This design comes from an exercise in tuning for small area on the open sky130 flow, not from production work.
Function was checked by simulation only, so behaviour that the tests miss may differ from the original.

==> flow/design.v <==
`default_nettype none
package alu_types_pkg;
	typedef logic [32-1:0] word_t;
	typedef logic [2*32-1:0] dword_t;
	typedef enum logic [3:0] {
		OP_AND  = 4'd0,
		OP_OR   = 4'd1,
		OP_NEG  = 4'd2,
		OP_NOT  = 4'd3,
		OP_ADD  = 4'd4,
		OP_SUB  = 4'd5,
		OP_MUL  = 4'd6,
		OP_DIV  = 4'd7,
		OP_SHR  = 4'd8,
		OP_SHRA = 4'd9,
		OP_SHL  = 4'd10,
		OP_ROR  = 4'd11,
		OP_ROL  = 4'd12
	} alu_op_t;
	typedef struct packed {
		alu_op_t op;
		word_t   y;
		word_t   b;
	} operand_s;
endpackage
`default_nettype wire
`default_nettype none
package alu_ctrl_pkg;
	typedef enum logic [1:0] {
		DIV_IDLE,
		DIV_PREP,
		DIV_ITER,
		DIV_FIX
	} div_state_t;
	typedef struct packed {
		logic [32-1:0] hi;
		logic [32-1:0] lo;
	} result_s;
endpackage
`default_nettype wire
`timescale 1ns/1ps
`default_nettype none
module alu_datapath (
	input  wire        clock,
	input  wire        rst_n,
	input  wire [31:0] bus,
	input  wire        y_in,
	input  wire        start,
	input  wire [3:0]  op,
	output wire [31:0] z_hi,
	output wire [31:0] z_lo,
	output reg         done,
	output wire        busy
);
	localparam [2:0] PH_IDLE = 3'd0;
	localparam [2:0] PH_PRE = 3'd4;
	localparam [2:0] PH_MAIN = 3'd1;
	localparam [2:0] PH_FIX1 = 3'd6;
	localparam [2:0] PH_FIX2 = 3'd7;
	localparam [2:0] PH_POST = 3'd3;
	localparam [2:0] PH_ZL = 3'd2;
	localparam [2:0] PH_SH = 3'd5;
	reg [31:0] y_q;
	reg [63:0] z_q;
	reg [2:0]  ph;
	reg [4:0]  cnt;
	reg [3:0]  op_q;
	reg [31:0] a;
	reg [31:0] q;
	reg [31:0] m;
	reg        c;
	reg        ys;
	assign z_hi = z_q[63:32];
	assign z_lo = z_q[31:0];
	assign busy = (ph != PH_IDLE);
	wire idle = (ph == PH_IDLE);
	wire p_pre  = (ph == PH_PRE);
	wire p_main = (ph == PH_MAIN);
	wire p_fix1 = (ph == PH_FIX1);
	wire p_fix2 = (ph == PH_FIX2);
	wire p_post = (ph == PH_POST);
	wire p_zl   = (ph == PH_ZL);
	wire p_sh   = (ph == PH_SH);
	wire cnt0  = (cnt == 5'd0);
	wire cnt31 = (cnt == 5'd31);
	wire o3 = op_q[3];
	wire o2 = op_q[2];
	wire o1 = op_q[1];
	wire o0 = op_q[0];
	wire o_mul  = ~o3 & o2 & o1 & ~o0;
	wire o_div  = ~o3 & o2 & o1 & o0;
	wire o_ldb  = ~o3 & ~o1;                        
	wire o_neg  = ~o3 & ~o2 & o1;                   
	wire o_sub  = ~o3 & o2 & ~o1 & o0;
	wire o_andc = (~o2 & ~o1 & ~o0) | (o3 & o2);    
	wire o_orc  = ~o2 & o0 & (o3 == o1);            
	wire o_sra  = o3 & ~o2 & ~o1 & o0;
	wire o_left = o2 | (o1 & ~o0);                  
	wire i_mul   = (op == 4'd6);
	wire i_div   = (op == 4'd7);
	wire i_shift = op[3] & (~op[2] | (~op[1] & ~op[0]));
	wire i_c0    = (op == 4'd5) | (op == 4'd2);     
	wire nz = |a[31:0];
	wire dinv = ~c ^ m[31];
	wire en = p_main ? (o0 | q[0]) :
	          p_fix1 ? c :
	          p_fix2 ? (ys & nz) :
	          (p_post & cnt31 & o_ldb);
	wire inv = p_main ? (o0 ? dinv : (cnt0 & q[0])) :
	           (p_fix1 | p_fix2) ? dinv :
	           (p_pre & q[31]);
	wire cin = inv & ~p_pre;
	localparam integer SPL = 20;
	wire [31:0] bop = (m & {32{en}}) ^ {32{inv}};
	wire [31:0] s;
	wire [31:0] u;
	wire [32:0] cy;
	wire [31:SPL] pp;
	assign cy[0] = cin;
	genvar gi;
	generate
		for (gi = 0; gi < 32; gi = gi + 1) begin : g_add
			wire ci = (gi == SPL) ? 1'b0 : cy[gi];
			assign u[gi] = a[gi] ^ bop[gi] ^ ci;
			assign cy[gi+1] = (a[gi] & bop[gi]) | (a[gi] & ci) | (bop[gi] & ci);
			if (gi < SPL) begin : g_lo
				assign s[gi] = u[gi];
			end else begin : g_hi
				if (gi == SPL) begin : g_p0
					assign pp[gi] = 1'b1;
				end else begin : g_pn
					assign pp[gi] = pp[gi-1] & u[gi-1];
				end
				assign s[gi] = u[gi] ^ (cy[SPL] & pp[gi]);
			end
		end
	endgenerate
	wire s32 = (a[31] & bop[31]) | (a[31] & s[31]) | (bop[31] & s[31]);
	wire s0g  = s[0] & ~o_div;
	wire sx   = q[0] ^ (o_neg | (o_div & ys));
	wire sy   = s0g ^ o_sub;
	wire ssum = sx ^ sy ^ c;
	wire scar = (sx & sy) | (sx & c) | (sy & c);
	wire f = p_main ? s[0] :
	         (p_sh & o_sra) ? q[31] :
	         o_andc ? (q[0] & s0g) :
	         (o_orc | p_fix2) ? (q[0] | s0g) : ssum;
	wire lfill = p_main ? ~s[31] : (q[31] & ~(p_sh & o1));
	wire q_sr = (p_main & ~o0) | p_post | p_fix2 | (p_sh & ~o_left);
	wire q_sl = (p_main & o0) | p_pre | p_fix1 | (p_sh & o_left);
	wire a_r  = (p_main & ~o0) | (p_post & ~o_div);
	wire a_l  = (p_main & o0 & ~cnt0) | p_pre;
	wire a_sr = a_r;
	wire a_sl = a_l;
	wire a_su = ~idle & ~a_r & ~a_l;
	wire q_ld = idle;
	wire q_rr = q_sr;
	wire q_ll = q_sl;
	wire [31:0] a_rsrc = {s32 & o_mul, s[31:1]};
	wire [31:0] a_lsrc = {s[30:0], q[31]};
	wire [31:0] a_nxt = ({32{a_sr}} & a_rsrc) | ({32{a_sl}} & a_lsrc) | ({32{a_su}} & s);
	wire [31:0] q_nxt = ({32{q_ld}} & y_q) | ({32{q_rr}} & {f, q[31:1]}) | ({32{q_ll}} & {q[30:0], lfill});
	always @(posedge clock) begin
		a <= a_nxt;
		q <= q_nxt;
		if (idle) begin
			m <= bus;
			op_q <= op;
		end
	end
	wire nq = m[31] | (ys & ~q[0]);
	always @(posedge clock) begin
		if (idle)
			c <= i_c0;
		else if (p_fix2)
			c <= nq ^ (ys & nz);
		else if (p_pre | (p_main & o0) | p_fix1)
			c <= s[31];
		else
			c <= scar;
		if (p_pre)
			ys <= q[31];
		else if (p_fix2)
			ys <= nq;
	end
	always @(posedge clock or negedge rst_n) begin
		if (!rst_n) begin
			ph <= PH_IDLE;
		end else begin
			case (ph)
				PH_IDLE: if (start) ph <= i_shift ? PH_SH : (i_mul ? PH_MAIN : (i_div ? PH_PRE : PH_POST));
				PH_PRE:  ph <= PH_MAIN;
				PH_MAIN: if (cnt0) ph <= o0 ? PH_FIX1 : PH_ZL;
				PH_FIX1: ph <= PH_FIX2;
				PH_FIX2: ph <= PH_POST;
				PH_POST: if (cnt0) ph <= PH_ZL;
				PH_ZL:   ph <= PH_IDLE;
				default: if (cnt0) ph <= PH_IDLE;
			endcase
		end
	end
	always @(posedge clock) begin
		if (idle)
			cnt <= i_shift ? bus[4:0] : {5{~i_div}};
		else if (~(p_fix1 | p_fix2))
			cnt <= cnt - 5'd1;
	end
	wire zl_next = (p_main & cnt0 & ~o0) | (p_post & cnt0) |
	               (idle & start & i_shift & (bus[4:0] == 5'd0)) |
	               (p_sh & (cnt == 5'd1));
	reg zl;
	reg zln;
	always @(posedge clock or negedge rst_n) begin
		if (!rst_n)
			zl <= 1'b0;
		else
			zl <= zl_next;
	end
	always @(posedge clock)
		zln <= ~zl_next;
	always @(posedge clock or negedge rst_n) begin
		if (!rst_n)
			y_q <= 32'd0;
		else if (y_in)
			y_q <= bus;
	end
	always @(posedge clock or negedge rst_n) begin
		if (!rst_n) begin
			z_q <= 64'd0;
			done <= 1'b0;
		end else begin
			done <= zl;
			z_q <= ({64{zl}} & {a[31:0], q}) | ({64{zln}} & z_q);
		end
	end
endmodule
`default_nettype wire
==> flow/config.mk <==
export PLATFORM = sky130hd
export DESIGN_NAME = alu_datapath
export DESIGN_NICKNAME = alu_datapath
export VERILOG_FILES = /design/flow/design.v
export SDC_FILE = /design/flow/constraint.sdc
export NUM_CORES = 8
export LEC_CHECK = 0
export ABC_AREA = 1
export CAP_MARGIN = 0
export CORE_MARGIN = 2
export CORE_UTILIZATION = 55
export GPL_TIMING_DRIVEN = 0
export SLEW_MARGIN = 0
==> flow/constraint.sdc <==
create_clock -name core_clock -period 13.0 [get_ports {clock}]
set_input_delay 2.6000 -clock core_clock [delete_from_list [all_inputs] [get_ports {clock}]]
set_output_delay 2.6000 -clock core_clock [all_outputs]
set_load 0.01 [all_outputs]
standard.sh (not shown) runs the stock make flow with config.mk's settings and CLKGATE_MAP_FILE= SYNTH_SCRIPT=/design/flow/synth_recipe.tcl, a recipe that flattens the netlist after the stock synthesis.
==> flow/flow/run.sh <==
#!/bin/bash
# The standard layout (standard.sh) with these changes:
#  - ABC maps the logic for area (&nf -a) instead of delay; timing is
#    repaired by OpenROAD later in the flow, as usual;
#  - every I/O port is buffered by the smallest buffer (buf_1);
#  - CTS inserts no dummy loads.
# Each tool's output goes to the ORFS logs under orfs/logs; this script's
# own output goes to run.log.
set -o pipefail
exec > run.log 2>&1
cp -r "$FLOW_HOME/scripts" ./scripts_area
printf '&get -n\n&st\n&dch -f\n&nf -a -R 1000\n&put\n' > ./scripts_area/abc_area.script
export SCRIPTS_DIR="$PWD/scripts_area"
export BUFFER_PORTS_ARGS="-buffer_cell sky130_fd_sc_hd__buf_1"
export CTS_ARGS="-sink_clustering_enable -repair_clock_nets -buf_list sky130_fd_sc_hd__clkbuf_16 -sink_clustering_size 28 -sink_clustering_max_diameter 80 -dont_use_dummy_load"
export REMOVE_ABC_BUFFERS=1
bash standard.sh
The first run produced a clean layout.
Rerun with:
--- a/flow/flow/run.sh
+++ b/flow/flow/run.sh
@@ -12 +12 @@
-printf '&get -n\n&st\n&dch -f\n&nf -a -R 1000\n&put\n' > ./scripts_area/abc_area.script
+printf '&get -n\n&st\n&dch\n&nf -a\n&put\n' > ./scripts_area/abc_area.script
@@ -15 +15 @@
-export CTS_ARGS="-sink_clustering_enable -repair_clock_nets -buf_list sky130_fd_sc_hd__clkbuf_16 -sink_clustering_size 28 -sink_clustering_max_diameter 80 -dont_use_dummy_load"
+export CTS_ARGS="-sink_clustering_enable -repair_clock_nets -buf_list sky130_fd_sc_hd__clkbuf_8 -sink_clustering_size 16 -sink_clustering_max_diameter 60 -dont_use_dummy_load"
Settings changed: CORE_UTILIZATION 55 to 40.
What happened:
- worst setup slack gains 0.24 ns
- worst hold slack gets worse by 0.0062 ns
- core utilization decreases by 17 points
Rerun with:
Settings changed: CORE_UTILIZATION 40 to 65.
After rerunning: The changed run finished clean; die area fell by 38%; routed wire length barely changes; final area fell by 1.4%; maximum frequency barely changes.
Rerun with:
Settings changed: CORE_UTILIZATION 65 to 55.
Outcome: Cell area is about the same; flip-flop and latch count stays the same; first-iteration DRC count went down by about 0.4%; via count went down by about 3.4%; routed wire length stays flat.
Rerun with:
--- a/flow/flow/run.sh
+++ b/flow/flow/run.sh
@@ -12 +12 @@
-printf '&get -n\n&st\n&dch\n&nf -a\n&put\n' > ./scripts_area/abc_area.script
+printf '&get -n\n&st\n&dch -f\n&nf -a -R 1000\n&put\n' > ./scripts_area/abc_area.script
Settings changed: GPL_ROUTABILITY_DRIVEN set to 0.
Effect: Non-clock buffer count increases by 1. Hold slack gets better by 0.010 ns. Fmax decreases by 1.2%. Design area hardly moves. Area after synthesis drops by 0.42%. First-iteration DRC count fell by 6.6%. Sequential cell count is unchanged. Wire length shrinks by 2.2%. Synthesized cell count stays flat. Cell count hardly moves.

## re-timing with driven ports
The flow's constraints put no driver on any port. The routed layouts listed below were extracted and timed again, unchanged, in two steps.
Step 1, drivers: a clkbuf_16 drives clock and a buf_2 each remaining input, both assumed.
Step 2 adds t to the input delays and takes it off the output delays; t is the mean of the earliest and latest rising clock arrival at the registers after step 1. Input paths then give back, and output paths get back, about the clock's delay inside the block.
a / b / c = ideal / step 1 / step 2; a / b = the first two.
run	shift t [ns]	setup WS [ns]	worst setup path at the end	worst register clock-pin slew, ns	pins driven straight from the clock port
the first run	0.493	0.585 / 0.585 / 0.585	register to register	0.10 / 0.10	1
the second run	0.534	0.821 / 0.821 / 0.821	register to register	0.10 / 0.10	1
the third run	0.532	0.812 / 0.812 / 0.812	register to register	0.10 / 0.10	1
the fourth run	0.530	0.748 / 0.748 / 0.748	register to register	0.10 / 0.10	1
the fifth run	0.526	0.593 / 0.593 / 0.593	register to register	0.10 / 0.10	1
After both steps every run listed still meets setup and hold.
